From an optimization exercise on the open Yosys and OpenROAD flow, aimed at small area, a short achievable clock period and few clock cycles per item; shortcuts taken in it are not production practice. Function was checked by simulation only, so behaviour that the tests miss may differ from the original.

<file path="design/flow/flow/run.sh">
#!/bin/bash
# The standard layout, with the port buffers made from sky130_fd_sc_hd__buf_2 instead of
# the buffer that buffer_ports picks by default (a slow delay cell).
set -euo pipefail
export BUFFER_PORTS_ARGS="-buffer_cell sky130_fd_sc_hd__buf_2"
bash standard.sh finish > standard_finish.log 2>&1
</file>
<file path="design/flow/standard.sh">
#!/bin/bash
# synth_recipe.tcl (not shown) runs the flow's synth.tcl, then flattens the netlist and writes it again
# the make line also repeats each setting of config.mk as NAME=value (left out here)
make -C /OpenROAD-flow-scripts/flow DESIGN_CONFIG=/design/flow/config.mk WORK_HOME=/design/flow/orfs CLKGATE_MAP_FILE= SYNTH_SCRIPT=/design/flow/synth_recipe.tcl "${@:-finish}"
</file>
<file path="design/flow/config.mk">
export PLATFORM = sky130hd
export DESIGN_NAME = sub_bytes_engine
export DESIGN_NICKNAME = sub_bytes_engine
export VERILOG_FILES = /design/flow/design.v
export SDC_FILE = /design/flow/constraint.sdc
export NUM_CORES = 4
export LEC_CHECK = 0
export CAP_MARGIN = 20
export CORE_MARGIN = 2
export CORE_UTILIZATION = 60
export CTS_CLUSTER_DIAMETER = 60
export CTS_CLUSTER_SIZE = 30
export SETUP_SLACK_MARGIN = 3.8
export SLEW_MARGIN = 20
export SYNTH_HIERARCHICAL = 1
export SYNTH_MINIMUM_KEEP_SIZE = 0
</file>
<file path="design/flow/constraint.sdc">
create_clock -name core_clock -period 7.5 [get_ports {clk}]
set_input_delay 1.5000 -clock core_clock [delete_from_list [all_inputs] [get_ports {clk}]]
set_output_delay 1.5000 -clock core_clock [all_outputs]
set_load 0.01 [all_outputs]
</file>
<file path="design/flow/design.v">
module sub_bytes_engine #(
   parameter int WORD_BYTES = 16,
   parameter int LANES      = 1,
   parameter int INVERSE_EN = 1
) (
   input  logic                    clk,
   input  logic                    rst_n,
   input  logic                    in_valid,
   output logic                    in_ready,
   input  logic [8*WORD_BYTES-1:0] in_data,
   input  logic                    in_inv,
   output logic                    out_valid,
   input  logic                    out_ready,
   output logic [8*WORD_BYTES-1:0] out_data,
   output logic                    busy
);
   logic                    v1_q, v2_q;
   logic                    inv1_q, inv2_q;
   logic                    in_inv_e;
   logic                    en;
   logic [8*WORD_BYTES-1:0] s1_d, s1_q;
   logic [8*WORD_BYTES-1:0] s2_d, s2_q;
   assign in_inv_e = in_inv & (INVERSE_EN != 0);
   for (genvar i = 0; i < WORD_BYTES; i++) begin : g_byte
      sb_s01 u_s01 (.si(in_data[8*i +: 8]), .inv(in_inv_e), .so(s1_d[8*i +: 8]));
      sb_s14 u_s14 (.si(s1_q[8*i +: 8]), .inv(1'b0), .so(s2_d[8*i +: 8]));
      sb_s45 u_s45 (.si(s2_q[8*i +: 8]), .inv(inv2_q), .so(out_data[8*i +: 8]));
   end
   assign en        = ~v2_q | out_ready;
   sb_ready u_ready (.full(v2_q), .taken(out_ready), .ready(in_ready));
   assign out_valid = v2_q;
   assign busy      = v1_q | v2_q;
   always_ff @(posedge clk or negedge rst_n) begin
      if (!rst_n) begin
         v1_q <= 1'b0;
         v2_q <= 1'b0;
      end else if (en) begin
         v1_q <= in_valid;
         v2_q <= v1_q;
      end
   end
   always_ff @(posedge clk) begin
      if (en) begin
         inv1_q <= in_inv_e;
         s1_q   <= s1_d;
         inv2_q <= inv1_q;
         s2_q   <= s2_d;
      end
   end
endmodule
module sb_ready(input logic full, input logic taken, output logic ready);
   assign ready = ~full | taken;
endmodule
module sb_s01(si, inv, so);
  input [7:0] si;
  wire [7:0] si;
  input inv;
  wire inv;
  output [7:0] so;
  wire [7:0] so;
  wire _00_;
  wire _01_;
  wire _02_;
  wire _03_;
  wire _04_;
  wire _05_;
  wire _06_;
  wire _07_;
  wire _08_;
  wire _09_;
  wire _10_;
  wire _11_;
  wire _12_;
  wire _13_;
  wire _14_;
  wire _15_;
  wire _16_;
  wire _17_;
  wire _18_;
  wire _19_;
  wire _20_;
  wire _21_;
  wire _22_;
  wire _23_;
  wire _24_;
  wire _25_;
  wire _26_;
  wire _27_;
  wire _28_;
  wire _29_;
  wire _30_;
  wire _31_;
  c_clkinv_1 _32_ (
    .A(inv),
    .Y(_00_)
  );
  c_xor2_1 _33_ (
    .A(si[0]),
    .B(si[7]),
    .X(_01_)
  );
  c_xnor2_1 _34_ (
    .A(si[6]),
    .B(_01_),
    .Y(_02_)
  );
  c_xnor2_1 _35_ (
    .A(si[0]),
    .B(si[4]),
    .Y(_03_)
  );
  c_clkinv_1 _36_ (
    .A(si[5]),
    .Y(_04_)
  );
  c_xor2_1 _37_ (
    .A(si[6]),
    .B(si[2]),
    .X(_05_)
  );
  c_xor2_1 _38_ (
    .A(_04_),
    .B(_05_),
    .X(_06_)
  );
  c_a21oi_1 _39_ (
    .A1(_06_),
    .A2(_03_),
    .B1(inv),
    .Y(_07_)
  );
  c_o21ai_0 _40_ (
    .A1(_03_),
    .A2(_06_),
    .B1(_07_),
    .Y(_08_)
  );
  c_o21ai_0 _41_ (
    .A1(_00_),
    .A2(_02_),
    .B1(_08_),
    .Y(so[6])
  );
  c_xnor2_1 _42_ (
    .A(si[1]),
    .B(si[3]),
    .Y(_09_)
  );
  c_xnor2_1 _43_ (
    .A(_03_),
    .B(_09_),
    .Y(_10_)
  );
  c_nand2_1 _44_ (
    .A(_10_),
    .B(inv),
    .Y(_11_)
  );
  c_o21ai_0 _45_ (
    .A1(inv),
    .A2(_09_),
    .B1(_11_),
    .Y(_12_)
  );
  c_xor2_1 _46_ (
    .A(_01_),
    .B(_12_),
    .X(so[5])
  );
  c_xor2_1 _47_ (
    .A(si[7]),
    .B(si[2]),
    .X(_13_)
  );
  c_xnor2_1 _48_ (
    .A(si[7]),
    .B(si[1]),
    .Y(_14_)
  );
  c_xnor2_1 _49_ (
    .A(_03_),
    .B(_14_),
    .Y(_15_)
  );
  c_clkinv_1 _50_ (
    .A(_15_),
    .Y(_16_)
  );
  c_nand2_1 _51_ (
    .A(_09_),
    .B(inv),
    .Y(_17_)
  );
  c_o21ai_0 _52_ (
    .A1(inv),
    .A2(_16_),
    .B1(_17_),
    .Y(_18_)
  );
  c_xnor2_1 _53_ (
    .A(_05_),
    .B(_18_),
    .Y(so[2])
  );
  c_nand2_1 _54_ (
    .A(so[2]),
    .B(_00_),
    .Y(_19_)
  );
  c_nand2_1 _55_ (
    .A(_19_),
    .B(_17_),
    .Y(_20_)
  );
  c_xor2_1 _56_ (
    .A(_13_),
    .B(_20_),
    .X(so[4])
  );
  c_nand2_1 _57_ (
    .A(_14_),
    .B(inv),
    .Y(_21_)
  );
  c_o21ai_0 _58_ (
    .A1(inv),
    .A2(_10_),
    .B1(_21_),
    .Y(so[3])
  );
  c_nand2_1 _59_ (
    .A(_16_),
    .B(si[5]),
    .Y(_22_)
  );
  c_nand2_1 _60_ (
    .A(_15_),
    .B(_04_),
    .Y(_23_)
  );
  c_clkinv_1 _61_ (
    .A(_09_),
    .Y(_24_)
  );
  c_nand2_1 _62_ (
    .A(_02_),
    .B(_24_),
    .Y(_25_)
  );
  c_nor2_1 _63_ (
    .A(_24_),
    .B(_02_),
    .Y(_26_)
  );
  c_nor2_1 _64_ (
    .A(inv),
    .B(_26_),
    .Y(_27_)
  );
  c_a32oi_1 _65_ (
    .A1(_22_),
    .A2(inv),
    .A3(_23_),
    .B1(_25_),
    .B2(_27_),
    .Y(so[7])
  );
  c_a21oi_1 _66_ (
    .A1(_01_),
    .A2(si[2]),
    .B1(inv),
    .Y(_28_)
  );
  c_o21ai_0 _67_ (
    .A1(si[2]),
    .A2(_01_),
    .B1(_28_),
    .Y(_29_)
  );
  c_o21ai_0 _68_ (
    .A1(_00_),
    .A2(_06_),
    .B1(_29_),
    .Y(so[1])
  );
  c_nand2_1 _69_ (
    .A(inv),
    .B(si[1]),
    .Y(_30_)
  );
  c_nand2_1 _70_ (
    .A(_29_),
    .B(_30_),
    .Y(_31_)
  );
  c_xor2_1 _71_ (
    .A(_24_),
    .B(_31_),
    .X(so[0])
  );
endmodule
module sb_s14(si, inv, so);
  input [7:0] si;
  wire [7:0] si;
  input inv;
  wire inv;
  output [7:0] so;
  wire [7:0] so;
  wire _000_;
  wire _001_;
  wire _002_;
  wire _003_;
  wire _004_;
  wire _005_;
  wire _006_;
  wire _007_;
  wire _008_;
  wire _009_;
  wire _010_;
  wire _011_;
  wire _012_;
  wire _013_;
  wire _014_;
  wire _015_;
  wire _016_;
  wire _017_;
  wire _018_;
  wire _019_;
  wire _020_;
  wire _021_;
  wire _022_;
  wire _023_;
  wire _024_;
  wire _025_;
  wire _026_;
  wire _027_;
  wire _028_;
  wire _029_;
  wire _030_;
  wire _031_;
  wire _032_;
  wire _033_;
  wire _034_;
  wire _035_;
  wire _036_;
  wire _037_;
  wire _038_;
  wire _039_;
  wire _040_;
  wire _041_;
  wire _042_;
  wire _043_;
  wire _044_;
  wire _045_;
  wire _046_;
  wire _047_;
  wire _048_;
  wire _049_;
  wire _050_;
  wire _051_;
  wire _052_;
  wire _053_;
  wire _054_;
  wire _055_;
  wire _056_;
  wire _057_;
  wire _058_;
  wire _059_;
  wire _060_;
  wire _061_;
  wire _062_;
  wire _063_;
  wire _064_;
  wire _065_;
  wire _066_;
  wire _067_;
  wire _068_;
  wire _069_;
  wire _070_;
  wire _071_;
  wire _072_;
  wire _073_;
  wire _074_;
  wire _075_;
  wire _076_;
  wire _077_;
  wire _078_;
  wire _079_;
  wire _080_;
  wire _081_;
  wire _082_;
  wire _083_;
  wire _084_;
  wire _085_;
  wire _086_;
  wire _087_;
  wire _088_;
  wire _089_;
  wire _090_;
  wire _091_;
  wire _092_;
  wire _093_;
  wire _094_;
  wire _095_;
  wire _096_;
  wire _097_;
  wire _098_;
  wire _099_;
  wire _100_;
  wire _101_;
  wire _102_;
  wire _103_;
  wire _104_;
  wire _105_;
  wire _106_;
  wire _107_;
  wire _108_;
  wire _109_;
  wire _110_;
  wire _111_;
  wire _112_;
  wire _113_;
  wire _114_;
  wire _115_;
  c_xor2_1 _116_ (
    .A(si[0]),
    .B(si[2]),
    .X(_033_)
  );
  c_xor2_1 _117_ (
    .A(si[4]),
    .B(si[6]),
    .X(_034_)
  );
  c_nand2_1 _118_ (
    .A(_033_),
    .B(_034_),
    .Y(_035_)
  );
  c_xor2_1 _119_ (
    .A(si[3]),
    .B(si[1]),
    .X(_036_)
  );
  c_xor2_1 _120_ (
    .A(si[7]),
    .B(si[5]),
    .X(_037_)
  );
  c_nand2_1 _121_ (
    .A(_036_),
    .B(_037_),
    .Y(_038_)
  );
  c_xor2_1 _122_ (
    .A(_035_),
    .B(_038_),
    .X(_039_)
  );
  c_nor2_1 _123_ (
    .A(si[7]),
    .B(si[3]),
    .Y(_040_)
  );
  c_clkinv_1 _124_ (
    .A(si[7]),
    .Y(_041_)
  );
  c_clkinv_1 _125_ (
    .A(si[3]),
    .Y(_042_)
  );
  c_nor2_1 _126_ (
    .A(_041_),
    .B(_042_),
    .Y(_043_)
  );
  c_nor2_1 _127_ (
    .A(_040_),
    .B(_043_),
    .Y(_044_)
  );
  c_clkinv_1 _128_ (
    .A(si[4]),
    .Y(_045_)
  );
  c_clkinv_1 _129_ (
    .A(si[0]),
    .Y(_046_)
  );
  c_nor2_1 _130_ (
    .A(_045_),
    .B(_046_),
    .Y(_047_)
  );
  c_nor2_1 _131_ (
    .A(si[5]),
    .B(si[1]),
    .Y(_048_)
  );
  c_clkinv_1 _132_ (
    .A(si[1]),
    .Y(_049_)
  );
  c_nand2_1 _133_ (
    .A(_046_),
    .B(_049_),
    .Y(_050_)
  );
  c_clkinv_1 _134_ (
    .A(si[5]),
    .Y(_051_)
  );
  c_nand2_1 _135_ (
    .A(_045_),
    .B(_051_),
    .Y(_052_)
  );
  c_nand2_1 _136_ (
    .A(si[0]),
    .B(si[1]),
    .Y(_053_)
  );
  c_nand3_1 _137_ (
    .A(_050_),
    .B(_052_),
    .C(_053_),
    .Y(_054_)
  );
  c_a21oi_1 _138_ (
    .A1(si[4]),
    .A2(si[5]),
    .B1(_054_),
    .Y(_055_)
  );
  c_nor2_1 _139_ (
    .A(_047_),
    .B(_055_),
    .Y(_056_)
  );
  c_a21oi_1 _140_ (
    .A1(_047_),
    .A2(_048_),
    .B1(_056_),
    .Y(_057_)
  );
  c_xor2_1 _141_ (
    .A(_044_),
    .B(_057_),
    .X(_058_)
  );
  c_xor2_1 _142_ (
    .A(_039_),
    .B(_058_),
    .X(_059_)
  );
  c_xor2_1 _143_ (
    .A(si[6]),
    .B(si[2]),
    .X(_060_)
  );
  c_nor2_1 _144_ (
    .A(_051_),
    .B(_049_),
    .Y(_061_)
  );
  c_nor2_1 _145_ (
    .A(_048_),
    .B(_061_),
    .Y(_062_)
  );
  c_xnor2_1 _146_ (
    .A(_060_),
    .B(_062_),
    .Y(_063_)
  );
  c_xor2_1 _147_ (
    .A(si[3]),
    .B(si[2]),
    .X(_064_)
  );
  c_xor2_1 _148_ (
    .A(si[7]),
    .B(si[6]),
    .X(_065_)
  );
  c_nand2_1 _149_ (
    .A(_064_),
    .B(_065_),
    .Y(_066_)
  );
  c_xor2_1 _150_ (
    .A(_043_),
    .B(_066_),
    .X(_067_)
  );
  c_xor2_1 _151_ (
    .A(_063_),
    .B(_067_),
    .X(_068_)
  );
  c_xnor2_1 _152_ (
    .A(_036_),
    .B(_033_),
    .Y(_069_)
  );
  c_xnor2_1 _153_ (
    .A(_034_),
    .B(_037_),
    .Y(_070_)
  );
  c_nor2_1 _154_ (
    .A(_069_),
    .B(_070_),
    .Y(_071_)
  );
  c_xnor2_1 _155_ (
    .A(_035_),
    .B(_071_),
    .Y(_072_)
  );
  c_xor2_1 _156_ (
    .A(_068_),
    .B(_072_),
    .X(_073_)
  );
  c_clkinv_1 _157_ (
    .A(_073_),
    .Y(_074_)
  );
  c_xor2_1 _158_ (
    .A(_061_),
    .B(_055_),
    .X(_075_)
  );
  c_xnor2_1 _159_ (
    .A(_060_),
    .B(_075_),
    .Y(_076_)
  );
  c_xnor2_1 _160_ (
    .A(_076_),
    .B(_072_),
    .Y(_077_)
  );
  c_o21ai_0 _161_ (
    .A1(_059_),
    .A2(_074_),
    .B1(_077_),
    .Y(_078_)
  );
  c_nor2_1 _162_ (
    .A(si[4]),
    .B(si[0]),
    .Y(_079_)
  );
  c_nor2_1 _163_ (
    .A(_079_),
    .B(_047_),
    .Y(_080_)
  );
  c_xnor2_1 _164_ (
    .A(_044_),
    .B(_062_),
    .Y(_081_)
  );
  c_xor2_1 _165_ (
    .A(_080_),
    .B(_081_),
    .X(_082_)
  );
  c_nand2_1 _166_ (
    .A(si[6]),
    .B(si[2]),
    .Y(_083_)
  );
  c_nor2_1 _167_ (
    .A(_083_),
    .B(_040_),
    .Y(_084_)
  );
  c_a31oi_1 _168_ (
    .A1(_065_),
    .A2(_064_),
    .A3(_083_),
    .B1(_084_),
    .Y(_085_)
  );
  c_xor2_1 _169_ (
    .A(_085_),
    .B(_039_),
    .X(_086_)
  );
  c_or2_2 _170_ (
    .A(_082_),
    .B(_086_),
    .X(_087_)
  );
  c_nand2_1 _171_ (
    .A(_086_),
    .B(_082_),
    .Y(_088_)
  );
  c_nand2_1 _172_ (
    .A(_087_),
    .B(_088_),
    .Y(_089_)
  );
  c_clkinv_1 _173_ (
    .A(_089_),
    .Y(_090_)
  );
  c_nand2_1 _174_ (
    .A(_078_),
    .B(_090_),
    .Y(_091_)
  );
  c_nor2_1 _175_ (
    .A(_059_),
    .B(_090_),
    .Y(_092_)
  );
  c_nand2_1 _176_ (
    .A(_077_),
    .B(_073_),
    .Y(_093_)
  );
  c_nand2_1 _177_ (
    .A(_092_),
    .B(_093_),
    .Y(_094_)
  );
  c_nand2_1 _178_ (
    .A(_091_),
    .B(_094_),
    .Y(_095_)
  );
  c_clkinv_1 _179_ (
    .A(_095_),
    .Y(_096_)
  );
  c_nand2_1 _180_ (
    .A(_096_),
    .B(si[2]),
    .Y(_097_)
  );
  c_xor2_1 _181_ (
    .A(_093_),
    .B(_092_),
    .X(_098_)
  );
  c_nand2_1 _182_ (
    .A(_098_),
    .B(_077_),
    .Y(_099_)
  );
  c_nand2_1 _183_ (
    .A(_099_),
    .B(_096_),
    .Y(_100_)
  );
  c_or2_2 _184_ (
    .A(_059_),
    .B(_077_),
    .X(_101_)
  );
  c_nand3_1 _185_ (
    .A(_100_),
    .B(_064_),
    .C(_101_),
    .Y(_102_)
  );
  c_xor2_1 _186_ (
    .A(_097_),
    .B(_102_),
    .X(_103_)
  );
  c_nand2_1 _187_ (
    .A(_077_),
    .B(_089_),
    .Y(_104_)
  );
  c_nand2_1 _188_ (
    .A(_104_),
    .B(_073_),
    .Y(_105_)
  );
  c_nand2_1 _189_ (
    .A(_105_),
    .B(_059_),
    .Y(_106_)
  );
  c_nand2_1 _190_ (
    .A(_094_),
    .B(_106_),
    .Y(_107_)
  );
  c_clkinv_1 _191_ (
    .A(_107_),
    .Y(_108_)
  );
  c_nand2_1 _192_ (
    .A(_108_),
    .B(_095_),
    .Y(_109_)
  );
  c_o21ai_0 _193_ (
    .A1(_095_),
    .A2(_106_),
    .B1(_109_),
    .Y(_110_)
  );
  c_nand2_1 _194_ (
    .A(_110_),
    .B(_033_),
    .Y(_111_)
  );
  c_nand2_1 _195_ (
    .A(_098_),
    .B(_073_),
    .Y(_112_)
  );
  c_nand2_1 _196_ (
    .A(_074_),
    .B(_089_),
    .Y(_113_)
  );
  c_nand2_1 _197_ (
    .A(_112_),
    .B(_113_),
    .Y(_114_)
  );
  c_nand2_1 _198_ (
    .A(_099_),
    .B(_101_),
    .Y(_115_)
  );
  c_xnor2_1 _199_ (
    .A(_114_),
    .B(_115_),
    .Y(_000_)
  );
  c_clkinv_1 _200_ (
    .A(_000_),
    .Y(_001_)
  );
  c_nand2_1 _201_ (
    .A(_001_),
    .B(_036_),
    .Y(_002_)
  );
  c_xor2_1 _202_ (
    .A(_111_),
    .B(_002_),
    .X(_003_)
  );
  c_xor2_1 _203_ (
    .A(_103_),
    .B(_003_),
    .X(so[6])
  );
  c_nand2_1 _204_ (
    .A(_108_),
    .B(si[0]),
    .Y(_004_)
  );
  c_nand2_1 _205_ (
    .A(_112_),
    .B(_108_),
    .Y(_005_)
  );
  c_nand4_1 _206_ (
    .A(_005_),
    .B(_113_),
    .C(_053_),
    .D(_050_),
    .Y(_006_)
  );
  c_xor2_1 _207_ (
    .A(_004_),
    .B(_006_),
    .X(_007_)
  );
  c_xor2_1 _208_ (
    .A(_007_),
    .B(_003_),
    .X(so[4])
  );
  c_nand2_1 _209_ (
    .A(_096_),
    .B(si[6]),
    .Y(_008_)
  );
  c_nand3_1 _210_ (
    .A(_100_),
    .B(_065_),
    .C(_101_),
    .Y(_009_)
  );
  c_xor2_1 _211_ (
    .A(_008_),
    .B(_009_),
    .X(_010_)
  );
  c_nand2_1 _212_ (
    .A(_110_),
    .B(_034_),
    .Y(_011_)
  );
  c_nand2_1 _213_ (
    .A(_001_),
    .B(_037_),
    .Y(_012_)
  );
  c_xor2_1 _214_ (
    .A(_011_),
    .B(_012_),
    .X(_013_)
  );
  c_xor2_1 _215_ (
    .A(_010_),
    .B(_013_),
    .X(so[2])
  );
  c_nand2_1 _216_ (
    .A(_108_),
    .B(si[4]),
    .Y(_014_)
  );
  c_nand2_1 _217_ (
    .A(si[4]),
    .B(si[5]),
    .Y(_015_)
  );
  c_nand4_1 _218_ (
    .A(_005_),
    .B(_113_),
    .C(_015_),
    .D(_052_),
    .Y(_016_)
  );
  c_xor2_1 _219_ (
    .A(_014_),
    .B(_016_),
    .X(_017_)
  );
  c_xor2_1 _220_ (
    .A(_017_),
    .B(_013_),
    .X(so[0])
  );
  c_a22oi_1 _221_ (
    .A1(_090_),
    .A2(_059_),
    .B1(_078_),
    .B2(_105_),
    .Y(_018_)
  );
  c_clkinv_1 _222_ (
    .A(_070_),
    .Y(_019_)
  );
  c_nand2_1 _223_ (
    .A(_018_),
    .B(_019_),
    .Y(_020_)
  );
  c_xor2_1 _224_ (
    .A(_020_),
    .B(_011_),
    .X(_021_)
  );
  c_nor2_1 _225_ (
    .A(_041_),
    .B(_115_),
    .Y(_022_)
  );
  c_xor2_1 _226_ (
    .A(_009_),
    .B(_022_),
    .X(_023_)
  );
  c_xnor2_1 _227_ (
    .A(_021_),
    .B(_023_),
    .Y(so[3])
  );
  c_nor2_1 _228_ (
    .A(_051_),
    .B(_114_),
    .Y(_024_)
  );
  c_xnor2_1 _229_ (
    .A(_024_),
    .B(_016_),
    .Y(_025_)
  );
  c_xor2_1 _230_ (
    .A(_021_),
    .B(_025_),
    .X(so[1])
  );
  c_clkinv_1 _231_ (
    .A(_069_),
    .Y(_026_)
  );
  c_nand2_1 _232_ (
    .A(_018_),
    .B(_026_),
    .Y(_027_)
  );
  c_xor2_1 _233_ (
    .A(_027_),
    .B(_111_),
    .X(_028_)
  );
  c_nor2_1 _234_ (
    .A(_042_),
    .B(_115_),
    .Y(_029_)
  );
  c_xor2_1 _235_ (
    .A(_102_),
    .B(_029_),
    .X(_030_)
  );
  c_xnor2_1 _236_ (
    .A(_028_),
    .B(_030_),
    .Y(so[7])
  );
  c_nor2_1 _237_ (
    .A(_049_),
    .B(_114_),
    .Y(_031_)
  );
  c_xnor2_1 _238_ (
    .A(_031_),
    .B(_006_),
    .Y(_032_)
  );
  c_xor2_1 _239_ (
    .A(_028_),
    .B(_032_),
    .X(so[5])
  );
endmodule
module sb_s45(si, inv, so);
  input [7:0] si;
  wire [7:0] si;
  input inv;
  wire inv;
  output [7:0] so;
  wire [7:0] so;
  wire _00_;
  wire _01_;
  wire _02_;
  wire _03_;
  wire _04_;
  wire _05_;
  wire _06_;
  wire _07_;
  wire _08_;
  wire _09_;
  wire _10_;
  wire _11_;
  wire _12_;
  wire _13_;
  wire _14_;
  wire _15_;
  wire _16_;
  wire _17_;
  wire _18_;
  wire _19_;
  wire _20_;
  wire _21_;
  wire _22_;
  wire _23_;
  wire _24_;
  wire _25_;
  wire _26_;
  wire _27_;
  wire _28_;
  wire _29_;
  wire _30_;
  wire _31_;
  wire _32_;
  wire _33_;
  wire _34_;
  c_clkinv_1 _35_ (
    .A(si[5]),
    .Y(_00_)
  );
  c_or2_2 _36_ (
    .A(si[7]),
    .B(_00_),
    .X(_01_)
  );
  c_nand2_1 _37_ (
    .A(_00_),
    .B(si[7]),
    .Y(_02_)
  );
  c_nand2_1 _38_ (
    .A(_01_),
    .B(_02_),
    .Y(_03_)
  );
  c_clkinv_1 _39_ (
    .A(_03_),
    .Y(_04_)
  );
  c_xor2_1 _40_ (
    .A(si[1]),
    .B(si[3]),
    .X(_05_)
  );
  c_xor2_1 _41_ (
    .A(si[2]),
    .B(si[6]),
    .X(_06_)
  );
  c_xnor2_1 _42_ (
    .A(_05_),
    .B(_06_),
    .Y(_07_)
  );
  c_clkinv_1 _43_ (
    .A(inv),
    .Y(_08_)
  );
  c_nand2_1 _44_ (
    .A(_07_),
    .B(_08_),
    .Y(_09_)
  );
  c_xor2_1 _45_ (
    .A(_04_),
    .B(_09_),
    .X(so[6])
  );
  c_xor2_1 _46_ (
    .A(si[7]),
    .B(si[6]),
    .X(_10_)
  );
  c_xor2_1 _47_ (
    .A(si[5]),
    .B(si[4]),
    .X(_11_)
  );
  c_xor2_1 _48_ (
    .A(si[2]),
    .B(si[0]),
    .X(_12_)
  );
  c_xor2_1 _49_ (
    .A(_11_),
    .B(_12_),
    .X(_13_)
  );
  c_nand2_1 _50_ (
    .A(_05_),
    .B(inv),
    .Y(_14_)
  );
  c_o21ai_0 _51_ (
    .A1(inv),
    .A2(_13_),
    .B1(_14_),
    .Y(_15_)
  );
  c_xor2_1 _52_ (
    .A(_10_),
    .B(_15_),
    .X(so[5])
  );
  c_xnor2_1 _53_ (
    .A(_05_),
    .B(_10_),
    .Y(_16_)
  );
  c_nand2_1 _54_ (
    .A(_12_),
    .B(inv),
    .Y(_17_)
  );
  c_o21ai_0 _55_ (
    .A1(inv),
    .A2(_16_),
    .B1(_17_),
    .Y(_18_)
  );
  c_xor2_1 _56_ (
    .A(_11_),
    .B(_18_),
    .X(so[7])
  );
  c_xnor2_1 _57_ (
    .A(si[3]),
    .B(si[0]),
    .Y(_19_)
  );
  c_xor2_1 _58_ (
    .A(si[2]),
    .B(si[4]),
    .X(_20_)
  );
  c_nand2_1 _59_ (
    .A(_00_),
    .B(_08_),
    .Y(_21_)
  );
  c_o21ai_0 _60_ (
    .A1(_08_),
    .A2(_20_),
    .B1(_21_),
    .Y(_22_)
  );
  c_xor2_1 _61_ (
    .A(_19_),
    .B(_22_),
    .X(so[4])
  );
  c_xnor2_1 _62_ (
    .A(si[3]),
    .B(si[4]),
    .Y(_23_)
  );
  c_a21oi_1 _63_ (
    .A1(_04_),
    .A2(_23_),
    .B1(_08_),
    .Y(_24_)
  );
  c_o21ai_0 _64_ (
    .A1(_04_),
    .A2(_23_),
    .B1(_24_),
    .Y(_25_)
  );
  c_nand2_1 _65_ (
    .A(_08_),
    .B(si[0]),
    .Y(_26_)
  );
  c_nand2_1 _66_ (
    .A(_25_),
    .B(_26_),
    .Y(so[3])
  );
  c_nand2_1 _67_ (
    .A(si[5]),
    .B(inv),
    .Y(_27_)
  );
  c_o21ai_0 _68_ (
    .A1(inv),
    .A2(_23_),
    .B1(_27_),
    .Y(_28_)
  );
  c_xor2_1 _69_ (
    .A(si[0]),
    .B(_28_),
    .X(so[2])
  );
  c_nand2_1 _70_ (
    .A(_19_),
    .B(inv),
    .Y(_29_)
  );
  c_nand2_1 _71_ (
    .A(_08_),
    .B(si[6]),
    .Y(_30_)
  );
  c_nand2_1 _72_ (
    .A(_29_),
    .B(_30_),
    .Y(_31_)
  );
  c_xnor2_1 _73_ (
    .A(si[1]),
    .B(si[4]),
    .Y(_32_)
  );
  c_xor2_1 _74_ (
    .A(_32_),
    .B(_03_),
    .X(_33_)
  );
  c_xor2_1 _75_ (
    .A(_31_),
    .B(_33_),
    .X(so[1])
  );
  c_o21ai_0 _76_ (
    .A1(_08_),
    .A2(si[1]),
    .B1(_30_),
    .Y(_34_)
  );
  c_xnor2_1 _77_ (
    .A(_34_),
    .B(_20_),
    .Y(so[0])
  );
endmodule
module c_a21oi_1(input logic A1, input logic A2, input logic B1, output logic Y);
   assign Y = (~A1&~B1) | (~A2&~B1);
endmodule
module c_a22oi_1(input logic A1, input logic A2, input logic B1, input logic B2, output logic Y);
   assign Y = (~A1&~B1) | (~A1&~B2) | (~A2&~B1) | (~A2&~B2);
endmodule
module c_a31oi_1(input logic A1, input logic A2, input logic A3, input logic B1, output logic Y);
   assign Y = (~A1&~B1) | (~A2&~B1) | (~A3&~B1);
endmodule
module c_a32oi_1(input logic A1, input logic A2, input logic A3, input logic B1, input logic B2, output logic Y);
   assign Y = (~A1&~B1) | (~A1&~B2) | (~A2&~B1) | (~A3&~B1) | (~A2&~B2) | (~A3&~B2);
endmodule
module c_clkinv_1(input logic A, output logic Y);
   assign Y = (~A);
endmodule
module c_nand2_1(input logic A, input logic B, output logic Y);
   assign Y = (~A) | (~B);
endmodule
module c_nand3_1(input logic A, input logic B, input logic C, output logic Y);
   assign Y = (~A) | (~B) | (~C);
endmodule
module c_nand4_1(input logic A, input logic B, input logic C, input logic D, output logic Y);
   assign Y = (~A) | (~B) | (~C) | (~D);
endmodule
module c_nor2_1(input logic A, input logic B, output logic Y);
   assign Y = (~A&~B);
endmodule
module c_o21ai_0(input logic A1, input logic A2, input logic B1, output logic Y);
   assign Y = (~A1&~A2) | (~B1);
endmodule
module c_or2_2(input logic A, input logic B, output logic X);
   assign X = (A) | (B);
endmodule
module c_xnor2_1(input logic A, input logic B, output logic Y);
   assign Y = (~A&~B) | (A&B);
endmodule
module c_xor2_1(input logic A, input logic B, output logic X);
   assign X = (A&~B) | (~A&B);
endmodule
</file>
==> results by group, run 1 <==
Floorplanning
  – Site row count: 78
  – Die W: roughly 220 um
  – Boundary Pins: between 200 and 300
  – Die Height: 219 um
  – Starting Density: 0.611
  – Core area: approximately 46000 um^2
  – DIE AREA: slightly below 50000 um^2

Clock network
  – Cts hold-fix bufs: 0
  – Clock Sinks: between 200 and 300
  – CTS tree: yes
  – Reg clk slew, reported paths: 0.07 ns
  – CTS Buffer Depth: 3
  – H-tree Lvls: 1
  – CTS root buf: clkbuf_16
  – Skew-Pair Late Insertion Delay: 0.59 ns
  – Num CTS Buffers: 29

Drt
  – Pre-Repair DR Iteration Count: 5
  – DR iter-0 viols: 1177
  – Post-route ant nets: 0
  – Vias/cell: 5.15
  – Vias: around 23000
  – DRC viols: 0
  – Post-DR wirelength/cell: between 10 and 15 um
  – Post-Route WL: between 60000 and 70000 um

GRT
  – GRT Resource Usage Total: 0.243
  – Pin count of the biggest net entering global routing: 153
  – First-pass GRT wire length: 98800 um
  – Remaining Overflow, GRT: 0
  – Initial antenna violation count: 1
  – Vias in the first global route: around 22000

Timing
  – TNS Setup: 0 ns
  – Final max-slew violation count: 0
  – Clock Skew: 0.0189 ns
  – Period utilisation layout: 0.485
  – Slew HR: 0.381
  – Worst-margin pin slew: 0.929 ns
  – Fin crit period: 3.63 ns
  – Final setup fails: 0
  – Max Freq: 275 MHz
  – Final hold violations: 0
  – RSZ-0062 raised after global routing: false

Setup path
  – Crit path kind: flop to output port
  – Bufs and invs on worst path: 1
  – Slowest CP cell: edfxtp_1
  – CP cell instances: xor2_2 > xnor2_1 > o21ai_1 > xor2_1 > buf_2
  – Crit path required time: about 6.0 ns
  – Max incr delay on CP: 0.47 ns
  – CP top delay family: XOR/XNOR gates
  – Critical Path End Type: output port
  – Crit Path Max Fanout: 3
  – CP arrival: 2.13 ns
  – Startpoint types: flop

Place
  – Detail Placement HPWL: approximately 48000 um
  – Gpl congestion: 0.936
  – Port Buffers: between 200 and 300
  – Placed cell area: 30100 um^2

Finish
  – Share of cells above drive strength 1: 0.119
  – P&R area growth vs syn: 12.8%
  – Fill count: approximately 3800
  – Final non-filler cell area: between 30000 and 40000 um^2
  – # nets final: 4022
  – Ant diodes: 0

Logic synthesis
  – Cell count after synthesis: 3577
  – Syn. warnings: 7
  – Syn nets: 3710
  – Mean Syn Cell Area: 7.78 um^2
  – Post-Syn Area: 27800 um^2

Flow run
  – Max-capacitance violation count: 0

Hold path
  – Worst hold path class: flop to flop

Run status
  – Outcome: complete, no violations
flip-flops by register name (all words and copies together), names as in the netlist:
name	flops
s1_q	128
s2_q	128
inv1_q	1
inv2_q	1
v1_q	1
v2_q	1
path summary, 6_finish.rpt:
path                                start            end  slack, ns  cells past startpoint
max in group asynchronous           rst_n           v1_q       6.72                      1
worst max register to register   s1_q[37]       s2_q[34]       4.08                     16
worst max-delay path            s2_q[111]  out_data[111]       3.87                      5
worst min-delay path               inv1_q         inv2_q       0.42                      0
min in group asynchronous           rst_n           v2_q       0.69                      1
worst min register to register     inv1_q         inv2_q       0.42                      0
layout make-up:
cell class	count	area (um^2)	area share
clock inverter	25	279	0.00889
inverter	320	1220	0.0389
multi-input combinational	2997	19000	0.607
tap	600	751	0.0239
clock buffer	29	726	0.0231
timing repair buffer	281	1560	0.0498
sequential	260	7800	0.248
layer usage:
metal / up-vias / global-route usage / wire length (um)
met1: 10700 / 0.302 / 26600
met5: - / 0 / 14
met3: 104 / 0.0231 / 2810
met2: 523 / 0.447 / 30300
met4: 2 / 0.0658 / 1460
li1: 11900 / - / -
stage by stage:
step                setup WS, ns   util  hold slack [ns]  cells
finish                      3.87  0.689            0.421   4512
CTS                         3.80  0.683            0.422   4501
floorplan                   2.79      -            0.400   3577
detailed placement          3.96  0.660            0.405   4445
global route                3.74  0.689            0.434   4512
global placement            4.05  0.660            0.406   4445
worst register-to-register path, stage by stage, from the launching register on:
cell and delay, ns:
edfxtp_1 0.48, xor2_1 0.34, nand2_1 0.11, xor2_1 0.30, xor2_1 0.14, or2_1 0.24
nand2_1 0.10, inv_1 0.08, nor2_1 0.17, xor2_1 0.27, nand2_1 0.12, nand2_1 0.14
xnor2_1 0.13, inv_1 0.07, nand2_1 0.08, xor2_1 0.27, xor2_1 0.11
timing repair:
item                                    4_1_cts  5_1_grt
endpoints found under the setup margin       74       46
resized for setup                             6       23
pin swaps                                     0        4
cloned                                        1        4
setup buffers                                 1        7
cell usage in the layout (no fill, tap or decap), drive strengths merged:
master	instances
buf	279
nand2	928
edfxtp	258
nand3	48
a32oi	16
xnor2	400
dfrtp	2
a22oi	16
clkbuf	30
xor2	864
clkinvlp	8
nand4	32
bufinv	2
clkinv	11
nand2b	2
or2	49
mux2	1
bufbuf	1
inv	324
or2b	1
o21ai	240
a31oi	16
nor2	304
a21oi	80
Testbench counts, summed over its fixed seeds: cycles 1,616, items 1,600.
==> run 2, diff against run 1 <==
--- a/design/flow/config.mk
+++ b/design/flow/config.mk
@@ -7,9 +7,7 @@
 export LEC_CHECK = 0
 export CAP_MARGIN = 20
 export CORE_MARGIN = 2
-export CORE_UTILIZATION = 60
-export CTS_CLUSTER_DIAMETER = 60
-export CTS_CLUSTER_SIZE = 30
+export CORE_UTILIZATION = 40
 export SETUP_SLACK_MARGIN = 3.8
 export SLEW_MARGIN = 20
 export SYNTH_HIERARCHICAL = 1
==> run 2 against run 1 <==
Net effect: still clean on timing, DRC and antenna; non-clock buffer count down 6; global-route usage down 7.8 points; cell area up 1.8%; critical path type unchanged; highest routed layer unchanged.
==> results by group, run 2 <==
Timing
  – Worst setup margin: 3.88 ns
  – Fin crit period: 3.62 ns
  – Period utilisation layout: 0.483
  – Final max-slew violation count: 0
  – Slew HR: 0.403
  – Final hold violations: 0
  – TNS Setup: 0 ns
  – Final setup fails: 0
  – RSZ-0062 raised after global routing: false
  – Clock Skew: about 0.009 ns
  – Worst-margin pin slew: 0.895 ns
  – Max Freq: between 200 and 300 MHz

Drt
  – Pre-Repair DR Iteration Count: 5
  – DR iter-0 viols: between 800 and 900
  – Post-Route WL: 60400 um
  – Vias/cell: approximately 4.6
  – Post-DR wirelength/cell: 12.5 um
  – Post-route ant nets: 0
  – Vias: 22200
  – DRC viols: 0

Floorplanning
  – DIE AREA: 71700 um^2
  – Die Height: 268 um
  – Core area: ~69000 um^2
  – Boundary Pins: 264
  – Starting Density: 0.405
  – Die W: approximately 270 um
  – Site row count: 96

Place
  – Detail Placement HPWL: 48700 um
  – Place WS: 3.95 ns
  – Port Buffers: 263
  – Gpl congestion: 0.884

GRT
  – First-pass GRT wire length: around 98000 um
  – Remaining Overflow, GRT: 0
  – Pin count of the biggest net entering global routing: 152
  – GRT Resource Usage Total: 0.165
  – Initial antenna violation count: 7
  – GR Util met1: 0.214
  – GRT busiest layer: met2
  – Met3 Track Usage GR: 0.0276
  – Vias in the first global route: 21000
  – Met2 usage: 0.282

Finish
  – Biggest regs: s1_q x128, s2_q x128
  – Share of cells above drive strength 1: 0.118
  – Reg area: a little under 8000 um^2
  – Multi-input gate area: 19100 um^2
  – Most frequent cells in the layout: 928 x nand2_1, 835 x xor2_1, 400 x xnor2_1
  – P&R area growth vs syn: 14.8%
  – Fill count: around 7000
  – Most common cell after layout, fill and taps aside: nand2_1
  – # nets final: 4023

Logic synthesis
  – Syn. warnings: 7
  – Syn nets: 3710
  – Cell count after synthesis: approximately 3600
  – Post-Syn Area: 27800 um^2
  – Mean Syn Cell Area: ~7.8 um^2

Setup path
  – Crit path required time: 6.00 ns
  – Startpoint types: flop
  – Critical Path End Type: output port
  – Critical Path Source: s2_q[14]
  – CP arrival: 2.12 ns
  – Crit Path Max Fanout: 3
  – Crit path kind: flop to output port
  – Worst reg2reg path startpoint: s1_q[66]

Clock network
  – Num CTS Buffers: 36
  – Reg clk slew, reported paths: roughly 0.060 ns
  – CTS root buf: clkbuf_16
  – Clock Sinks: 260
  – CTS Buffer Depth: 3
  – CTS tree: yes
  – Skew-Pair Late Insertion Delay: 0.53 ns
  – H-tree Lvls: 2

Flow run
  – Max-capacitance violation count: 0

Run status
  – Outcome: complete, no violations

Hold path
  – Hold_sp: inv1_q
  – Worst hold path class: flop to flop
==> run 2: worst paths after layout <==
path	to	slack, ns	cells after the start
worst max-delay path	out_data[15]	3.88	5
worst min-delay path	inv2_q	0.42	0
worst max register to register	s2_q[64]	4.12	16
worst min register to register	inv2_q	0.42	0
max in group asynchronous	v1_q	6.67	1
min in group asynchronous	v2_q	0.74	1
==> run 2: final cells by class <==
| type | instances | area share |
|---|---|---|
| Clock inverter | 25 | 0.00807 |
| Clock buffer | 39 | 0.0292 |
| Sequential cell | 260 | 0.244 |
| Timing Repair Buffer | 275 | 0.0469 |
| Multi-Input combinational cell | 2997 | 0.597 |
| Inverter | 320 | 0.0376 |
| Tap cell | 931 | 0.0365 |
| Antenna cell | 2 | 0.000157 |
==> run 2: timing repair <==
| item | CTS | global route |
|---|---|---|
| resized for setup | 14 | 9 |
| pin swaps | 0 | 2 |
| endpoints found under the setup margin | 109 | 42 |
| buffers inserted | 1 | 4 |
| hold buffers | 0 | 0 |
| cloned | 0 | 1 |
==> run 2: critical path, stage by stage (launching register included) <==
cell,delay (ns)
edfxtp_1,0.51
xor2_2,0.34
xnor2_1,0.11
o21ai_1,0.16
xor2_1,0.28
buf_2,0.19
==> run 2: routing by layer <==
layer | routed length, um | share of wire
met5 | 72 | 0.0012
met4 | 1350 | 0.022
met3 | 2230 | 0.037
met2 | 28300 | 0.47
met1 | 28500 | 0.47
==> run 2: stage by stage <==
stage	util	instances	hold WS [ns]	instance area [um^2]
2_1_floorplan	-	3577	0.400	27900
3_3_place_gp	0.444	4777	0.401	30500
3_5_place_dp	0.444	4777	0.405	30500
4_1_cts	0.463	4842	0.415	31800
5_1_grt	0.465	4849	0.437	31900
6_report	0.465	4849	0.417	31900
==> run 3, diff against run 2 <==
==> design/flow/flow/run.sh (replaced) <==
#!/bin/bash
# The standard layout, with the port buffers made from sky130_fd_sc_hd__buf_1 instead of
# the buffer that buffer_ports picks by default (a slow delay cell).
set -euo pipefail
export BUFFER_PORTS_ARGS="-buffer_cell sky130_fd_sc_hd__buf_1"
bash standard.sh finish > standard_finish.log 2>&1
--- a/design/flow/config.mk
+++ b/design/flow/config.mk
@@ -7,7 +7,8 @@
 export LEC_CHECK = 0
 export CAP_MARGIN = 20
 export CORE_MARGIN = 2
-export CORE_UTILIZATION = 40
+export CORE_UTILIZATION = 60
+export CTS_BUF_LIST = sky130_fd_sc_hd__clkbuf_4 sky130_fd_sc_hd__clkbuf_8
 export SETUP_SLACK_MARGIN = 3.8
 export SLEW_MARGIN = 20
 export SYNTH_HIERARCHICAL = 1
==> run 3 against run 2 <==
Net effect: utilization increased by 22 points; register-to-register slack got worse by 0.05 ns; largest cell class unchanged; sequential share of layout area increased by 0.50 points; still clean on timing, DRC and antenna; critical endpoint is now out_data[9]; synthesized area unchanged; routed wire length increased by 2.7%.
==> results by group, run 3 <==
Run status
  – Outcome: complete, no violations

Setup path
  – R2r setup slk: 4.07 ns
  – CP cell instances: xnor2_1 > nand2_1 > nand2_1 > xor2_2 > buf_1
  – CP top delay family: XOR/XNOR gates
  – Worst r2r path cells: 16
  – CP dominant cell by count: nand2_1
  – Critical Path End Type: output port
  – Crit path required time: 6.00 ns
  – Crit path kind: flop to output port
  – Crit Path Max Fanout: 4
  – CP arrival: 2.14 ns
  – Bufs and invs on worst path: 1
  – Critical Path Source: s2_q[8]
  – R2R Path End: s2_q[56]
  – Slowest CP cell: edfxtp_1
  – Worst reg2reg path startpoint: s1_q[62]
  – Startpoint types: flop
  – Max incr delay on CP: 0.49 ns

Logic synthesis
  – Post-Syn Area: 27800 um^2
  – Syn. warnings: 7
  – Syn nets: 3710
  – Mean Syn Cell Area: roughly 8 um^2
  – Cell count after synthesis: 3577

Place
  – Place WS: 3.81 ns
  – Detail Placement HPWL: 48200 um
  – Placed cell area: 29700 um^2
  – Port Buffers: 263
  – Gpl congestion: 0.934
  – Placed Cells: 4445

GRT
  – Met2 usage: 0.455
  – GRT busiest layer: met2
  – Initial antenna violation count: 0
  – Vias in the first global route: 22500
  – Pin count of the biggest net entering global routing: 157
  – First-pass GRT wire length: 101000 um
  – GR Util met1: 0.315
  – Remaining Overflow, GRT: 0
  – GRT Resource Usage Total: 0.253
  – Met3 Track Usage GR: 0.0272

Timing
  – Worst setup margin: 3.86 ns
  – RSZ-0062 raised after global routing: true
  – Final setup fails: 0
  – TNS Setup: 0 ns
  – Slew HR: 0.293
  – Fin crit period: 3.64 ns
  – Period utilisation layout: 0.485
  – Final hold violations: 0
  – Max Freq: 275 MHz
  – Final max-slew violation count: 0
  – Clock Skew: 0.0357 ns
  – Worst-margin pin slew: 1.06 ns
  – Smallest hold slack: 0.425 ns

Clock network
  – CTS tree: yes
  – CTS Buffer Depth: 3
  – Clock Sinks: 260
  – Num CTS Buffers: 49
  – H-tree Lvls: 2
  – CTS root buf: clkbuf_8
  – Skew-Pair Late Insertion Delay: 0.63 ns
  – Reg clk slew, reported paths: 0.06 ns

Finish
  – Ant diodes: 0
  – Final non-filler cell area: 31300 um^2
  – Most frequent cells in the layout: 928 x nand2_1, 824 x xor2_1, 399 x xnor2_1
  – # nets final: 4044
  – Post-layout util: 0.687
  – Fill count: 3859
  – Reg area: 7800 um^2
  – Biggest regs: s1_q x128, s2_q x128
  – Multi-input gate area: around 19000 um^2
  – Most common cell after layout, fill and taps aside: nand2_1
  – P&R area growth vs syn: 12.5%
  – Share of cells above drive strength 1: 0.0699
  – Fin cells: 4549

Floorplanning
  – Boundary Pins: 264
  – Starting Density: 0.611
  – Core area: ~46000 um^2
  – Die W: about 220 um
  – DIE AREA: 48100 um^2
  – Die Height: 219 um
  – Site row count: 78

Hold path
  – Hold Crit Depth: 0
  – WHS Endpoint: inv2_q
  – Worst hold path class: flop to flop
  – Hold_sp: inv1_q

Drt
  – Vias/cell: 5.13
  – DRC viols: 0
  – Post-route ant nets: 0
  – Post-DR wirelength/cell: 13.7 um
  – Post-Route WL: 62100 um
  – DR iter-0 viols: 1220
  – Pre-Repair DR Iteration Count: 5
  – Vias: 23300

Flow run
  – Max-capacitance violation count: 0
run 3: repair_timing:
item                       in CTS  in global routing
setup buffers                   8                  4
gates resized for setup        35                 39
hold buffers                    0                  0
setup endpoints to repair     101                 47
gates cloned                    3                  0
pin swaps                       3                  5
run 3: final cells by class:
class	instances	area share
Clock buffer	55	0.0230
Clock inverter	34	0.0109
Inverter	320	0.0385
Multi-Input combinational cell	2997	0.613
Sequential cell	260	0.249
Tap cell	600	0.0240
Timing Repair Buffer	283	0.0413
run 3: worst max path at each step:
stage                     slack [ns]            end  cells past startpoint
after floorplan                 2.79  out_data[100]                      3
after global placement          3.89       s1_q[28]                      8
after detailed placement        3.81        s1_q[4]                      8
after CTS                       3.77   out_data[23]                      6
after global routing            3.73   out_data[64]                      7
final                           3.86    out_data[9]                      5
run 3: metal layers:
layer  part of all wire  up-vias
li1                   -    12000
met1               0.43    10700
met2               0.50      522
met3              0.043      123
met4              0.025        0
met5                  0        -
==> run 4, diff against run 3 <==
--- a/design/flow/config.mk
+++ b/design/flow/config.mk
@@ -8,7 +8,6 @@
 export CAP_MARGIN = 20
 export CORE_MARGIN = 2
 export CORE_UTILIZATION = 60
-export CTS_BUF_LIST = sky130_fd_sc_hd__clkbuf_4 sky130_fd_sc_hd__clkbuf_8
 export SETUP_SLACK_MARGIN = 3.8
 export SLEW_MARGIN = 20
 export SYNTH_HIERARCHICAL = 1
==> run 4 against run 3 <==
Net effect: sequential share of layout area grew 0.29 points; flip-flop and latch count is the same; register-to-register slack gained 0.03 ns; hold slack is essentially flat; first-iteration DRC count shrank 0.16%; count of clock-buffer cells in the layout shrank 17; global-route usage shrank 0.74 points; critical endpoint is now out_data[31].
==> results by group, run 4 <==
Logic synthesis
  – Mean Syn Cell Area: 7.78 um^2
  – Cell count after synthesis: 3577
  – Syn. warnings: 7
  – Syn nets: ~3700
  – Post-Syn Area: 27800 um^2

Drt
  – Vias/cell: just over 5
  – Met2 Wirelength: 30200 um
  – Pre-Repair DR Iteration Count: 6
  – DR iter-0 viols: around 1200
  – Post-route ant nets: 0
  – Post-DR wirelength/cell: 13.5 um
  – Met3 wire length: 2600 um
  – Post-Route WL: 60700 um
  – WL met1: between 20000 and 30000 um
  – DRC viols: 0
  – DR top layer: met4
  – Vias: 23200

Finish
  – # nets final: approximately 4000
  – Fin cells: approximately 4500
  – Multi-input gate area: 19000 um^2
  – Fill count: 3865
  – Most common cell after layout, fill and taps aside: nand2_1
  – Ant diodes: 0
  – Biggest regs: s1_q x128, s2_q x128
  – Reg area: 7800 um^2
  – Share of cells above drive strength 1: 0.0474
  – Final non-filler cell area: between 30000 and 40000 um^2
  – Most frequent cells in the layout: 928 x nand2_1, 841 x xor2_1, 399 x xnor2_1
  – Post-layout util: 0.679
  – P&R area growth vs syn: 11.2%

GRT
  – Pin count of the biggest net entering global routing: roughly 160
  – First-pass GRT wire length: 99100 um
  – Remaining Overflow, GRT: 0
  – Vias in the first global route: 22200
  – Initial antenna violation count: 0
  – GRT Resource Usage Total: 0.246

Run status
  – Outcome: complete, no violations

Clock network
  – Reg clk slew, reported paths: 0.06 ns
  – Num CTS Buffers: 34
  – Skew-Pair Late Insertion Delay: approximately 0.55 ns
  – CTS root buf: clkbuf_16
  – CTS Buffer Depth: 3
  – CTS tree: yes
  – Clock Sinks: between 200 and 300
  – Cts hold-fix bufs: 0
  – H-tree Lvls: 2

Floorplanning
  – Core area: 45600 um^2
  – Die Height: 219 um
  – Site row count: slightly below 80
  – DIE AREA: 48100 um^2
  – Starting Density: 0.611
  – Die W: 219 um
  – Boundary Pins: 264

Timing
  – Slew HR: 0.297
  – Worst setup margin: 3.84 ns
  – Period utilisation layout: 0.488
  – RSZ-0062 raised after global routing: true
  – Final max-slew violation count: 0
  – Final hold violations: 0
  – Max Freq: 273 MHz
  – TNS Setup: 0 ns
  – Smallest hold slack: 0.425 ns
  – Worst-margin pin slew: 1.06 ns
  – Final setup fails: 0
  – Fin crit period: 3.66 ns
  – Clock Skew: between 0.015 and 0.02 ns

Setup path
  – CP arrival: 2.16 ns
  – Startpoint types: flop
  – Crit path kind: flop to output port
  – Critical Path Source: inv2_q
  – Crit path required time: 6.00 ns
  – R2R Path End: s2_q[40]
  – Max incr delay on CP: between 0.4 and 0.5 ns
  – CP cell instances: buf_4 > clkbuf_8 > o21ai_1 > xor2_1 > buf_1
  – Slowest CP cell: edfxtp_1
  – Worst r2r path cells: 16
  – Bufs and invs on worst path: 3
  – Critical Path End Type: output port
  – Worst reg2reg path startpoint: s1_q[46]
  – Crit Path Max Fanout: 48
  – Critical Path Stages: 5
  – R2r setup slk: 4.10 ns
  – CP top delay family: buffers and inverters

Place
  – Detail Placement HPWL: 48200 um
  – Port Buffers: between 200 and 300
  – Gpl congestion: ~0.93
  – Placed Cells: 4445
  – Place WS: 3.81 ns
  – Placed cell area: 29700 um^2

Hold path
  – Hold Crit Depth: 0
  – Worst hold path class: flop to flop
  – WHS Endpoint: inv2_q
  – Hold_sp: inv1_q

Flow run
  – Max-capacitance violation count: 0
==> run 4: worst max-delay path by stage <==
stage,end,slack [ns]
floorplan,out_data[100],2.79
global placement,s1_q[28],3.89
detailed placement,s1_q[4],3.81
CTS,out_data[12],3.82
global route,out_data[12],3.75
finish,out_data[31],3.84
==> run 4: routing by layer <==
metal	GRT usage	up-vias
met5	0	-
met4	0.0755	0
met3	0.0322	121
met2	0.442	504
met1	0.305	10600
li1	-	11900
==> run 4: timing repair <==
item / CTS / global route
endpoints found under the hold margin: 0 / 0
setup buffers: 0 / 1
setup endpoints to repair: 98 / 53
gates resized for setup: 4 / 14
gates cloned: 0 / 1
==> run 4: worst register-to-register path, delay by kind of cell, from the launching register on <==
| kind | cells | cell delay [ns] |
|---|---|---|
| xor gates and xnor gates | 7 | 1.49 |
| buffers and inverters | 2 | 0.15 |
| DFF | 1 | 0.50 |
| and+or+nand+nor | 7 | 1.00 |
==> run 4: final cells by class <==
class,count,area share
clock buffer,38,0.0287
clock inverter,21,0.00570
inverter,320,0.0392
multi-input combinational,2997,0.614
sequential,260,0.252
tap,600,0.0243
timing repair buffer,270,0.0356
==> run 5, diff against run 4 <==
--- a/design/flow/config.mk
+++ b/design/flow/config.mk
@@ -8,6 +8,7 @@
 export CAP_MARGIN = 20
 export CORE_MARGIN = 2
 export CORE_UTILIZATION = 60
+export GPL_ROUTABILITY_DRIVEN = 0
 export SETUP_SLACK_MARGIN = 3.8
 export SLEW_MARGIN = 20
 export SYNTH_HIERARCHICAL = 1
==> run 5 against run 4 <==
Net effect: maximum frequency is 1.1% lower; count of clock-buffer cells in the layout is 3 lower; highest routed layer is now met5; still clean on timing, DRC and antenna; via count rose by 0.85%.
==> results by group, run 5 <==
Logic synthesis
  – Mean Syn Cell Area: 7.78 um^2
  – Syn nets: ~3700
  – Post-Syn Area: 27800 um^2
  – Cell count after synthesis: 3577
  – Syn. warnings: 7

Finish
  – Most common cell after layout, fill and taps aside: nand2_1
  – P&R area growth vs syn: 13.2%
  – Reg area: just under 8000 um^2
  – Multi-input gate area: 19200 um^2
  – Final non-filler cell area: 31500 um^2
  – Most frequent cells in the layout: 917 x nand2_1, 830 x xor2_1, 400 x xnor2_1
  – Fill count: 3744
  – Biggest regs: s1_q x128, s2_q x128
  – # nets final: 4034
  – Ant diodes: 0
  – Share of cells above drive strength 1: 0.0713

Setup path
  – R2r setup slk: 4.06 ns
  – R2R Path End: s2_q[68]
  – Worst reg2reg path startpoint: s1_q[66]
  – Crit path required time: 6.00 ns
  – Crit path kind: flop to output port
  – CP arrival: 2.21 ns
  – Worst r2r path cells: 16
  – Crit Path Max Fanout: 7
  – Startpoint types: flop
  – Critical Path End Type: output port

Clock network
  – Reg clk slew, reported paths: 0.06 ns
  – CTS tree: yes
  – H-tree Lvls: 1
  – Clock Sinks: 260
  – Num CTS Buffers: 31
  – CTS Buffer Depth: 3
  – CTS root buf: clkbuf_16
  – Cts hold-fix bufs: 0
  – Skew-Pair Late Insertion Delay: 0.58 ns

GRT
  – First-pass GRT wire length: 100000 um
  – GRT Resource Usage Total: 0.248
  – Pin count of the biggest net entering global routing: 129
  – Vias in the first global route: 22400
  – Initial antenna violation count: 1
  – Remaining Overflow, GRT: 0

Drt
  – DR iter-0 viols: ~1200
  – Vias: 23400
  – Post-Route WL: roughly 62000 um
  – DRC viols: 0
  – Post-DR wirelength/cell: 13.7 um
  – Pre-Repair DR Iteration Count: 5
  – Vias/cell: 5.16
  – Post-route ant nets: 0

Floorplanning
  – Site row count: between 70 and 80
  – Starting Density: 0.611
  – Die Height: 219 um
  – Die W: 219 um
  – Core area: 45600 um^2
  – DIE AREA: ~48000 um^2
  – Boundary Pins: 264

Hold path
  – Hold Crit Depth: 0
  – Hold_sp: inv1_q
  – WHS Endpoint: inv2_q
  – Worst hold path class: flop to flop

Place
  – Port Buffers: 263
  – Detail Placement HPWL: 48300 um
  – Placed cell area: between 20000 and 30000 um^2

Timing
  – Smallest hold slack: 0.469 ns
  – Max Freq: between 200 and 300 MHz
  – Fin crit period: 3.71 ns
  – TNS Setup: 0 ns
  – Final setup fails: 0
  – Slew HR: 0.385
  – Final max-slew violation count: 0
  – Period utilisation layout: 0.494
  – Final hold violations: 0
  – RSZ-0062 raised after global routing: true
  – Clock Skew: 0.0107 ns
  – Worst-margin pin slew: 0.922 ns

Flow run
  – Max-capacitance violation count: 0

Run status
  – Outcome: complete, no violations
==> run 5: critical path, stage by stage, from the launching register on <==
cell	delay, ns
edfxtp_1	0.53
buf_12	0.20
buf_16	0.17
clkinvlp_4	0.19
nand2_1	0.12
o21ai_2	0.06
xor2_1	0.18
clkbuf_2	0.16
==> run 5: area by class of cell <==
type,instances,area share
clock buffer,35,0.0251
inverter,320,0.0397
tap,600,0.0238
multi-input combinational,2997,0.608
timing repair buffer,291,0.0460
sequential,260,0.248
clock inverter,22,0.00949
==> run 5: per-layer routing <==
layer | up-vias | GRT usage | part of all wire
li1 | 12000 | - | -
met1 | 10800 | 0.306 | 0.43
met2 | 479 | 0.452 | 0.50
met3 | 125 | 0.0283 | 0.042
met4 | 2 | 0.0752 | 0.032
met5 | - | 0 | 0.00026
==> run 5: repair_timing <==
| item | 4_1_cts | 5_1_grt |
|---|---|---|
| gates resized for setup | 15 | 95 |
| setup buffers | 2 | 11 |
| gates cloned | 3 | 4 |
| endpoints found under the hold margin | 0 | 0 |
| pin swaps | 0 | 9 |
| setup endpoints to repair | 61 | 57 |
==> run 5: worst max-delay path by stage <==
stage	startpoint	to	slack [ns]	depth (start not counted)
2_1_floorplan	inv2_q	out_data[100]	2.79	3
3_5_place_dp	inv2_q	out_data[28]	3.84	6
4_1_cts	s2_q[12]	out_data[13]	3.76	5
3_3_place_gp	inv2_q	out_data[28]	3.96	6
6_report	inv2_q	out_data[28]	3.79	7
5_1_grt	inv2_q	out_data[28]	3.73	7
==> run 5: metrics by stage <==
step / cells / worst slack, ns / utilization
floorplan: 3577 / 2.79 / -
global placement: 4448 / 3.96 / 0.653
detailed placement: 4448 / 3.84 / 0.653
CTS: 4510 / 3.76 / 0.681
global route: 4525 / 3.73 / 0.691
finish: 4525 / 3.79 / 0.691
==> run 6, diff against run 5 <==
==> design/flow/config.mk (replaced) <==
export PLATFORM = sky130hd
export DESIGN_NAME = sub_bytes_engine
export DESIGN_NICKNAME = sub_bytes_engine
export VERILOG_FILES = /design/flow/design.v
export SDC_FILE = /design/flow/constraint.sdc
export NUM_CORES = 4
export LEC_CHECK = 0
export CAP_MARGIN = 5
export CORE_MARGIN = 2
export CORE_UTILIZATION = 60
export SETUP_SLACK_MARGIN = 3.8
export SLEW_MARGIN = 5
export SYNTH_HIERARCHICAL = 1
export SYNTH_MINIMUM_KEEP_SIZE = 0
==> run 6 against run 5 <==
Net effect: still clean on timing, DRC and antenna; first-iteration DRC count rose by 4.9%; routed wire length fell by 2.2%; cell area fell by 1.8%; non-clock buffer count fell by 21; critical path depth fell by 2; synthesized area did not move; hold slack got worse by 0.045 ns.
==> results by group, run 6 <==
Place
  – Gpl congestion: 0.934
  – Port Buffers: about 260
  – Placed Cells: 4445
  – Placed cell area: 29700 um^2
  – Detail Placement HPWL: around 48000 um
  – Place WS: 3.81 ns

Setup path
  – Critical Path Source: inv2_q
  – R2R Path End: s2_q[40]
  – Slowest CP cell: edfxtp_1
  – Crit Path Max Fanout: 48
  – Crit path required time: 6.00 ns
  – Crit path kind: flop to output port
  – CP arrival: 2.16 ns
  – R2r setup slk: between 4 and 5 ns
  – Worst reg2reg path startpoint: s1_q[46]
  – Worst r2r path cells: 16
  – Worst Setup EP: out_data[31]
  – Startpoint types: flop
  – Max incr delay on CP: 0.47 ns
  – Critical Path End Type: output port
  – CP cell instances: buf_4 > clkbuf_8 > o21ai_1 > xor2_1 > buf_1

Logic synthesis
  – Cell count after synthesis: between 3000 and 4000
  – Syn. warnings: 7
  – Syn nets: 3710
  – Mean Syn Cell Area: 7.78 um^2
  – Post-Syn Area: 27800 um^2

GRT
  – Pin count of the biggest net entering global routing: about 160
  – GRT Resource Usage Total: 0.246
  – Vias in the first global route: 22200
  – First-pass GRT wire length: 99100 um
  – Remaining Overflow, GRT: 0
  – Initial antenna violation count: 0

Finish
  – Fin cells: 4506
  – Biggest regs: s1_q x128, s2_q x128
  – P&R area growth vs syn: 11.2%
  – # nets final: roughly 4000
  – Final non-filler cell area: between 30000 and 40000 um^2
  – Most common cell after layout, fill and taps aside: nand2_1
  – Post-layout util: 0.679
  – Most frequent cells in the layout: 928 x nand2_1, 841 x xor2_1, 399 x xnor2_1
  – Share of cells above drive strength 1: 0.0474
  – Ant diodes: 0

Clock network
  – H-tree Lvls: 2
  – Skew-Pair Late Insertion Delay: 0.55 ns
  – Num CTS Buffers: 34
  – CTS Buffer Depth: 3
  – Reg clk slew, reported paths: 0.06 ns
  – CTS tree: yes
  – CTS root buf: clkbuf_16
  – Clock Sinks: 260
  – Cts hold-fix bufs: 0

Timing
  – Worst-margin pin slew: 1.06 ns
  – RSZ-0062 raised after global routing: true
  – Final hold violations: 0
  – Clock Skew: 0.0173 ns
  – Max Freq: 273 MHz
  – Final setup fails: 0
  – TNS Setup: 0 ns
  – Fin crit period: 3.66 ns
  – Final max-slew violation count: 0
  – Period utilisation layout: 0.488
  – Worst setup margin: 3.84 ns
  – Slew HR: 0.297

Floorplanning
  – Site row count: 78
  – Die W: about 220 um
  – Starting Density: 0.611
  – Boundary Pins: ~260
  – DIE AREA: around 48000 um^2
  – Core area: 45600 um^2
  – Die Height: 219 um

Hold path
  – Hold Crit Depth: 0
  – Worst hold path class: flop to flop

Drt
  – Post-Route WL: ~61000 um
  – Post-DR wirelength/cell: 13.5 um
  – Pre-Repair DR Iteration Count: 6
  – Post-route ant nets: 0
  – Vias/cell: a little over 5
  – DRC viols: 0
  – DR iter-0 viols: 1218
  – Vias: roughly 23000

Flow run
  – Max-capacitance violation count: 0

Run status
  – Outcome: complete, no violations
==> run 6: cell types whose count changed in the layout (fill, tap and decap cells not counted), moves of 14 or more <==
cell / before / now
o21ai_2: 14 / 0
clkbuf_2: 21 / 0
buf_4: 16 / 2
o21ai_1: 226 / 240
buf_1: 230 / 262
==> run 6: cell type report <==
| class | instances | area [um^2] |
|---|---|---|
| Clock buffer | 38 | 887 |
| Clock inverter | 21 | 176 |
| Fill cell | 3865 | 14600 |
| Inverter | 320 | 1210 |
| Multi-Input combinational cell | 2997 | 19000 |
| Sequential cell | 260 | 7800 |
| Tap cell | 600 | 751 |
| Timing Repair Buffer | 270 | 1100 |
==> run 6: critical path: cells and delay by family, from the launching register on <==
family          cells  cell delay [ns]
flops               1             0.47
buf+inv             3             0.67
compound gates      1             0.22
xor+xnor            1             0.24
==> run 6: per-stage QoR <==
stage / hold WS (ns)
final: 0.425
after global routing: 0.452
after CTS: 0.428
after detailed placement: 0.428
after global placement: 0.410
after floorplan: 0.400
==> run 6: how the worst min path moves through the flow <==
stage	from	to	slack, ns
global route	inv1_q	inv2_q	0.45
CTS	inv1_q	inv2_q	0.43
detailed placement	inv1_q	inv2_q	0.43
floorplan	inv1_q	inv2_q	0.40
finish	inv1_q	inv2_q	0.42
global placement	inv1_q	inv2_q	0.41
==> run 6: layer usage <==
metal	wire length [um]	part of all wire	track usage	vias to the layer above
li1	-	-	-	11900
met5	0	0	0	-
met2	30200	0.50	0.442	504
met4	1480	0.024	0.0755	0
met3	2600	0.043	0.0322	121
met1	26500	0.44	0.305	10600
==> run 6: timing repair <==
action / in CTS / in global routing
gates resized for setup: 4 / 14
buffers inserted: 0 / 1
setup endpoints to repair: 98 / 53
cloned: 0 / 1

-- separate check: timing with driven ports --
The flow's constraints put no driver on any port. The routed layouts listed below were extracted and timed again, unchanged, in two steps.
Step 1: set_driving_cell puts a clkbuf_16 on clk and a buf_2 on each other input, an assumption about the parent block.
Step 2 times the ports against the registers' clock, not the clock port: input delays grow and output delays shrink by t, the midpoint of the rising clock arrivals with the driver on.
a / b / c = ideal ports / drivers / drivers and shift; a / b = the first two.
run | t, ns | slack for setup (ns) | slew at the worst register clock pin (ns)
run 1 | 0.633 | 3.866 / 3.811 / 3.905 | 0.07 / 0.07
run 2 | 0.588 | 3.880 / 3.821 / 3.959 | 0.06 / 0.06
run 3 | 0.668 | 3.863 / 3.808 / 3.695 | 0.07 / 0.07
run 4 | 0.594 | 3.837 / 3.778 / 3.712 | 0.06 / 0.06
run 5 | 0.639 | 3.794 / 3.731 / 3.849 | 0.06 / 0.06
run 6 | 0.594 | 3.837 / 3.778 / 3.712 | 0.06 / 0.06
After both steps setup and hold are still met in every run listed. For run 3, which loses most, drivers alone change the setup slack by -0.055 ns; drivers and shift together by -0.168 ns.
